Background: an optimization exercise with open tools, aiming at small area. Do not read the settings as production practice.
Power and IR drop assume default switching activity.

==> flow/design.v <==
package avalon_flit_bridge_mc_pkg;
  localparam logic [2:0] REG_STATUS  = 3'd0;
  localparam logic [2:0] REG_TX_DATA = 3'd1;
  localparam logic [2:0] REG_RX_DATA = 3'd2;
  localparam logic [2:0] REG_IRQ_EN  = 3'd3;
  localparam logic [2:0] REG_CH_SEL  = 3'd4;
  localparam logic [2:0] REG_COUNT   = 3'd5;
  localparam logic [2:0] REG_DROPS   = 3'd6;
  localparam logic [2:0] REG_CLEAR   = 3'd7;
  localparam int STAT_RX_NE_LSB = 0;
  localparam int STAT_TX_NF_LSB = 8;
  localparam int STAT_UNDERFLOW = 16;
  localparam int STAT_OVERFLOW  = 17;
  localparam int CLEAR_STICKY_BIT = 0;
  localparam int CLEAR_FLUSH_BIT  = 1;
  localparam logic [15:0] DROPS_MAX = 16'hFFFF;
endpackage
module flit_fifo #(
  parameter int W     = 32,
  parameter int DEPTH = 8
) (
  input  logic                     CLK,
  input  logic                     RST,
  input  logic                     enq,
  input  logic [W-1:0]             enq_data,
  input  logic                     deq,
  input  logic                     flush,
  output logic [DEPTH*W-1:0]       mem_flat,
  output logic [DEPTH-1:0]         rd_oh,
  output logic                     full,
  output logic                     empty,
  output logic [$clog2(DEPTH):0]   count
);
  localparam int AW = $clog2(DEPTH);
  logic [W-1:0]  mem [DEPTH];
  logic [AW-1:0] rd_ptr;    
  logic [AW-1:0] wr_ptr;
  logic [AW:0]   cnt;
  logic          do_enq;
  logic          do_deq;
  assign empty  = (cnt == '0);
  assign full   = cnt[AW];
  assign count  = cnt;
  assign wr_ptr = rd_ptr + cnt[AW-1:0];
  assign do_deq = deq && !empty && !flush;
  assign do_enq = enq && (!full || do_deq) && !flush;
  always_comb begin
    for (int k = 0; k < DEPTH; k++) begin
      rd_oh[k] = (rd_ptr == AW'(k));
      mem_flat[k*W +: W] = mem[k];
    end
  end
  always_ff @(posedge CLK or posedge RST) begin
    if (RST) begin
      cnt    <= '0;
    end else if (flush) begin
      cnt    <= '0;
    end else begin
      if (do_enq && !do_deq)      cnt <= cnt + (AW+1)'(1);
      else if (!do_enq && do_deq) cnt <= cnt - (AW+1)'(1);
    end
  end
  always_ff @(posedge CLK) begin
    if (do_deq) rd_ptr <= rd_ptr + AW'(1);
  end
  always_ff @(posedge CLK) begin
    for (int k = 0; k < DEPTH; k++)
      if (do_enq && wr_ptr == AW'(k)) mem[k] <= enq_data;
  end
endmodule
module avalon_flit_bridge_mc #(
  parameter int NUM_CH   = 4,
  parameter int FLIT_W   = 32,
  parameter int TX_DEPTH = 8,
  parameter int RX_DEPTH = 8
) (
  input  logic                       CLK,
  input  logic                       RST,
  input  logic [2:0]                 avs_address,
  input  logic                       avs_read,
  output logic [31:0]                avs_readdata,
  output logic                       avs_readdatavalid,
  input  logic                       avs_write,
  input  logic [31:0]                avs_writedata,
  output logic                       irq,
  output logic [NUM_CH*FLIT_W-1:0]   deq_flit,
  output logic [NUM_CH-1:0]          RDY_deq_flit,
  input  logic [NUM_CH-1:0]          EN_deq_flit,
  input  logic [NUM_CH*FLIT_W-1:0]   enq_flit,
  input  logic [NUM_CH-1:0]          EN_enq_flit,
  output logic [NUM_CH-1:0]          RDY_enq_flit
);
  localparam int TXC = $clog2(TX_DEPTH) + 1;
  localparam int RXC = $clog2(RX_DEPTH) + 1;
  logic [NUM_CH-1:0] tx_full, tx_empty, rx_full, rx_empty;
  logic [NUM_CH-1:0] tx_enq, rx_deq, flush, sel_mask;
  logic [TXC-1:0]    tx_count [NUM_CH];
  logic [RXC-1:0]    rx_count [NUM_CH];
  logic [TX_DEPTH*FLIT_W-1:0] tx_mem [NUM_CH];
  logic [RX_DEPTH*FLIT_W-1:0] rx_mem [NUM_CH];
  logic [TX_DEPTH-1:0] tx_rd_oh [NUM_CH];
  logic [RX_DEPTH-1:0] rx_rd_oh [NUM_CH];
  logic [2:0]        ch_sel;
  logic [NUM_CH-1:0] irq_en;
  logic [15:0]       drops;
  logic              underflow, overflow;
  logic              rd_acc, wr_acc, tx_push_req, rx_pop_req, tx_drop, rd_rx;
  logic              sel_rx_empty, sel_tx_full, sel_core_deq;
  logic [TXC-1:0]    sel_tx_count;
  logic [RXC-1:0]    sel_rx_count;
  logic [31:0]       rd_mux, rx_rd;
  for (genvar i = 0; i < NUM_CH; i++) begin : g_ch
    flit_fifo #(.W(FLIT_W), .DEPTH(TX_DEPTH)) u_tx (
      .CLK      (CLK),
      .RST      (RST),
      .enq      (tx_enq[i]),
      .enq_data (avs_writedata[FLIT_W-1:0]),
      .deq      (EN_deq_flit[i]),
      .flush    (flush[i]),
      .mem_flat (tx_mem[i]),
      .rd_oh    (tx_rd_oh[i]),
      .full     (tx_full[i]),
      .empty    (tx_empty[i]),
      .count    (tx_count[i])
    );
    flit_fifo #(.W(FLIT_W), .DEPTH(RX_DEPTH)) u_rx (
      .CLK      (CLK),
      .RST      (RST),
      .enq      (EN_enq_flit[i]),
      .enq_data (enq_flit[i*FLIT_W +: FLIT_W]),
      .deq      (rx_deq[i]),
      .flush    (flush[i]),
      .mem_flat (rx_mem[i]),
      .rd_oh    (rx_rd_oh[i]),
      .full     (rx_full[i]),
      .empty    (rx_empty[i]),
      .count    (rx_count[i])
    );
    always_comb begin
      deq_flit[i*FLIT_W +: FLIT_W] = '0;
      for (int k = 0; k < TX_DEPTH; k++)
        deq_flit[i*FLIT_W +: FLIT_W] |= tx_mem[i][k*FLIT_W +: FLIT_W] & {FLIT_W{tx_rd_oh[i][k]}};
    end
  end
  assign RDY_deq_flit = ~tx_empty;
  assign RDY_enq_flit = ~rx_full;
  assign rd_acc = avs_read;
  assign wr_acc = avs_write && !avs_read;
  always_comb begin
    sel_mask     = '0;
    sel_rx_empty = 1'b1;
    sel_tx_full  = 1'b0;
    sel_core_deq = 1'b0;
    sel_tx_count = '0;
    sel_rx_count = '0;
    for (int i = 0; i < NUM_CH; i++) begin
      if (ch_sel == 3'(i)) begin
        sel_mask[i]  = 1'b1;
        sel_rx_empty = rx_empty[i];
        sel_tx_full  = tx_full[i];
        sel_core_deq = EN_deq_flit[i];
        sel_tx_count = tx_count[i];
        sel_rx_count = rx_count[i];
      end
    end
  end
  assign tx_push_req = wr_acc && (avs_address == avalon_flit_bridge_mc_pkg::REG_TX_DATA);
  assign rx_pop_req  = rd_acc && (avs_address == avalon_flit_bridge_mc_pkg::REG_RX_DATA);
  assign tx_enq      = tx_push_req ? sel_mask : '0;
  assign rx_deq      = rx_pop_req  ? sel_mask : '0;
  assign flush       = (wr_acc && (avs_address == avalon_flit_bridge_mc_pkg::REG_CLEAR) && avs_writedata[avalon_flit_bridge_mc_pkg::CLEAR_FLUSH_BIT])
                       ? sel_mask : '0;
  assign tx_drop     = tx_push_req && sel_tx_full && !sel_core_deq;
  assign rd_rx = (avs_address == avalon_flit_bridge_mc_pkg::REG_RX_DATA);
  always_comb begin
    rx_rd = '0;
    for (int i = 0; i < NUM_CH; i++)
      for (int k = 0; k < RX_DEPTH; k++)
        rx_rd |= rx_mem[i][k*FLIT_W +: FLIT_W]
                 & {FLIT_W{rd_rx && sel_mask[i] && !rx_empty[i] && rx_rd_oh[i][k]}};
  end
  always_comb begin
    rd_mux = rx_rd;
    case (avs_address)
      avalon_flit_bridge_mc_pkg::REG_STATUS: begin
        rd_mux[avalon_flit_bridge_mc_pkg::STAT_RX_NE_LSB +: NUM_CH] = ~rx_empty;
        rd_mux[avalon_flit_bridge_mc_pkg::STAT_TX_NF_LSB +: NUM_CH] = ~tx_full;
        rd_mux[avalon_flit_bridge_mc_pkg::STAT_UNDERFLOW]           = underflow;
        rd_mux[avalon_flit_bridge_mc_pkg::STAT_OVERFLOW]            = overflow;
      end
      avalon_flit_bridge_mc_pkg::REG_IRQ_EN:  rd_mux[NUM_CH-1:0] = irq_en;
      avalon_flit_bridge_mc_pkg::REG_CH_SEL:  rd_mux[2:0]        = ch_sel;
      avalon_flit_bridge_mc_pkg::REG_COUNT: begin
        rd_mux[7:0]  = 8'(sel_rx_count);
        rd_mux[15:8] = 8'(sel_tx_count);
      end
      avalon_flit_bridge_mc_pkg::REG_DROPS:   rd_mux[15:0]       = drops;
      default: ;
    endcase
  end
  always_ff @(posedge CLK or posedge RST) begin
    if (RST) begin
      ch_sel    <= '0;
      irq_en    <= '0;
      drops     <= '0;
      underflow <= 1'b0;
      overflow  <= 1'b0;
      irq       <= 1'b0;
    end else begin
      if (wr_acc) begin
        case (avs_address)
          avalon_flit_bridge_mc_pkg::REG_IRQ_EN: irq_en <= avs_writedata[NUM_CH-1:0];
          avalon_flit_bridge_mc_pkg::REG_CH_SEL: if (avs_writedata < 32'(NUM_CH)) ch_sel <= avs_writedata[2:0];
          avalon_flit_bridge_mc_pkg::REG_DROPS:  drops <= '0;
          avalon_flit_bridge_mc_pkg::REG_CLEAR: begin
            if (avs_writedata[avalon_flit_bridge_mc_pkg::CLEAR_STICKY_BIT]) begin
              underflow <= 1'b0;
              overflow  <= 1'b0;
            end
          end
          default: ;
        endcase
      end
      if (tx_drop) begin
        overflow <= 1'b1;
        if (drops != avalon_flit_bridge_mc_pkg::DROPS_MAX) drops <= drops + 16'd1;
      end
      if (rx_pop_req && sel_rx_empty) underflow <= 1'b1;
      irq <= |(~rx_empty & irq_en);
    end
  end
  always_ff @(posedge CLK or posedge RST) begin
    if (RST) avs_readdatavalid <= 1'b0;
    else     avs_readdatavalid <= rd_acc;
  end
  always_ff @(posedge CLK) avs_readdata <= rd_mux;
endmodule
==> flow/config.mk <==
export PLATFORM = sky130hd
export DESIGN_NAME = avalon_flit_bridge_mc
export DESIGN_NICKNAME = avalon_flit_bridge_mc
export VERILOG_FILES = /design/flow/design.v
export SDC_FILE = /design/flow/constraint.sdc
export NUM_CORES = 4
export LEC_CHECK = 0
export CAP_MARGIN = 20
export CORE_MARGIN = 2
export CORE_UTILIZATION = 40
export SLEW_MARGIN = 20
==> flow/constraint.sdc <==
create_clock -name core_clock -period 5.5 [get_ports {CLK}]
set_input_delay 1.1000 -clock core_clock [delete_from_list [all_inputs] [get_ports {CLK}]]
set_output_delay 1.1000 -clock core_clock [all_outputs]
set_load 0.01 [all_outputs]
standard.sh (not shown) runs the stock make flow with config.mk's settings and CLKGATE_MAP_FILE= SYNTH_SCRIPT=/design/flow/synth_recipe.tcl, a recipe that flattens the netlist after the stock synthesis.
==> flow/flow/run.sh <==
#!/bin/bash
# Standard ORFS layout with smaller port buffers and no CTS dummy loads.
set -euo pipefail
export BUFFER_PORTS_ARGS="-buffer_cell sky130_fd_sc_hd__buf_1"
export CTS_ARGS="-sink_clustering_enable -repair_clock_nets -dont_use_dummy_load -buf_list sky130_fd_sc_hd__clkbuf_8"
bash standard.sh > standard.log 2>&1
The first run completed with no timing, DRC or antenna violations.
Then changed:
==> flow/flow/run.sh (replaced) <==
#!/bin/bash
# Standard ORFS layout with smaller port buffers, larger CTS sink clusters and no CTS dummy loads.
set -euo pipefail
export BUFFER_PORTS_ARGS="-buffer_cell sky130_fd_sc_hd__buf_1"
export CTS_ARGS="-sink_clustering_enable -repair_clock_nets -dont_use_dummy_load -sink_clustering_size 30 -sink_clustering_max_diameter 60 -buf_list sky130_fd_sc_hd__clkbuf_16"
bash standard.sh > standard.log 2>&1
What happened: Clock power went down by 18%. Clock skew went down by 16 ps. Fmax went up by 5.6%. Routed wire length went down by 1.4%. Design area went down by 1.7%. Non-clock buffer count is unchanged. Die area is unchanged. Total power went down by 6.1%. Hold slack gets better by 270 ps.
Then changed:
==> flow/flow/run.sh (replaced) <==
#!/bin/bash
# Standard ORFS layout with smaller port buffers, larger CTS sink clusters and no CTS dummy loads.
set -euo pipefail
export BUFFER_PORTS_ARGS="-buffer_cell sky130_fd_sc_hd__buf_1"
export CTS_ARGS="-sink_clustering_enable -repair_clock_nets -dont_use_dummy_load -sink_clustering_size 16 -sink_clustering_max_diameter 60 -buf_list sky130_fd_sc_hd__clkbuf_8"
bash standard.sh > standard.log 2>&1
After rerunning:
- The changed run finished with timing, DRC and antenna clean
- utilization goes down by 0.50 points
- final cell count is higher by 0.57%
- fmax is lower by 3.1%
- area after synthesis stays the same
- combinational power is about the same
- routed wire length stays flat
- setup slack is worse by 150 ps
- design area decreases by 1.1%
- clock skew increases by 37 ps
- power went down by 5.1%
Then changed:
==> flow/run.sh (new file) <==
#!/bin/bash
# synth_recipe.tcl (not shown) runs the flow's synth.tcl, then flattens the netlist and writes it again
# the make line also repeats each setting of config.mk as NAME=value (left out here)
make -C /OpenROAD-flow-scripts/flow DESIGN_CONFIG=/design/flow/config.mk WORK_HOME=/design/flow/orfs CLKGATE_MAP_FILE= SYNTH_SCRIPT=/design/flow/synth_recipe.tcl finish
- CTS_BUF_LIST: default -> sky130_fd_sc_hd__clkbuf_8
removed: flow/flow/run.sh
removed: flow/standard.sh
Effect:
- combinational power goes up by 15%
- cell area goes up by 7.2%
- die area does not change
- critical path depth goes down by 1
- count of clock-buffer cells in the layout goes up by 204
- worst hold slack got worse by 33 ps
- synthesized area is unchanged
- sequential share of layout area goes down by 4.8 points
- via count goes up by 3.2%
- setup slack got worse by 190 ps
- cell count goes up by 6.1%
No run of this note included a check of the RTL's function; only the layout flow was run.

## port drivers added, routing unchanged
Ports are ideal in the flow. The routed layouts listed here were re-timed in OpenROAD.
Step 1 assumes that a clkbuf_16 drives the clock port and a buf_2 every other input.
Step 2 times the ports against the registers' clock, not the clock port: input delays grow and output delays shrink by t, the midpoint of the rising clock arrivals with the driver on.
Three values: ideal ports, drivers, drivers and shift; two values: the first two.
| run | shift t [ns] | setup WS [ns] | hold slack, ns |
|---|---|---|---|
| the first run | 1.097 | 0.536 / 0.456 / 0.743 | 0.219 / 0.159 / 0.477 |
| the second run | 0.859 | 0.800 / 0.714 / 0.777 | 0.493 / 0.467 / 0.493 |
| the third run | 1.023 | 0.650 / 0.560 / 0.764 | 0.320 / 0.249 / 0.500 |
| the fourth run | 1.123 | 0.462 / 0.373 / 0.502 | 0.288 / 0.221 / 0.445 |
After both steps setup and hold are still met in every run listed. The setup slack of the second run, which loses most, moves by -0.086 ns with the drivers and by -0.023 ns with both steps.
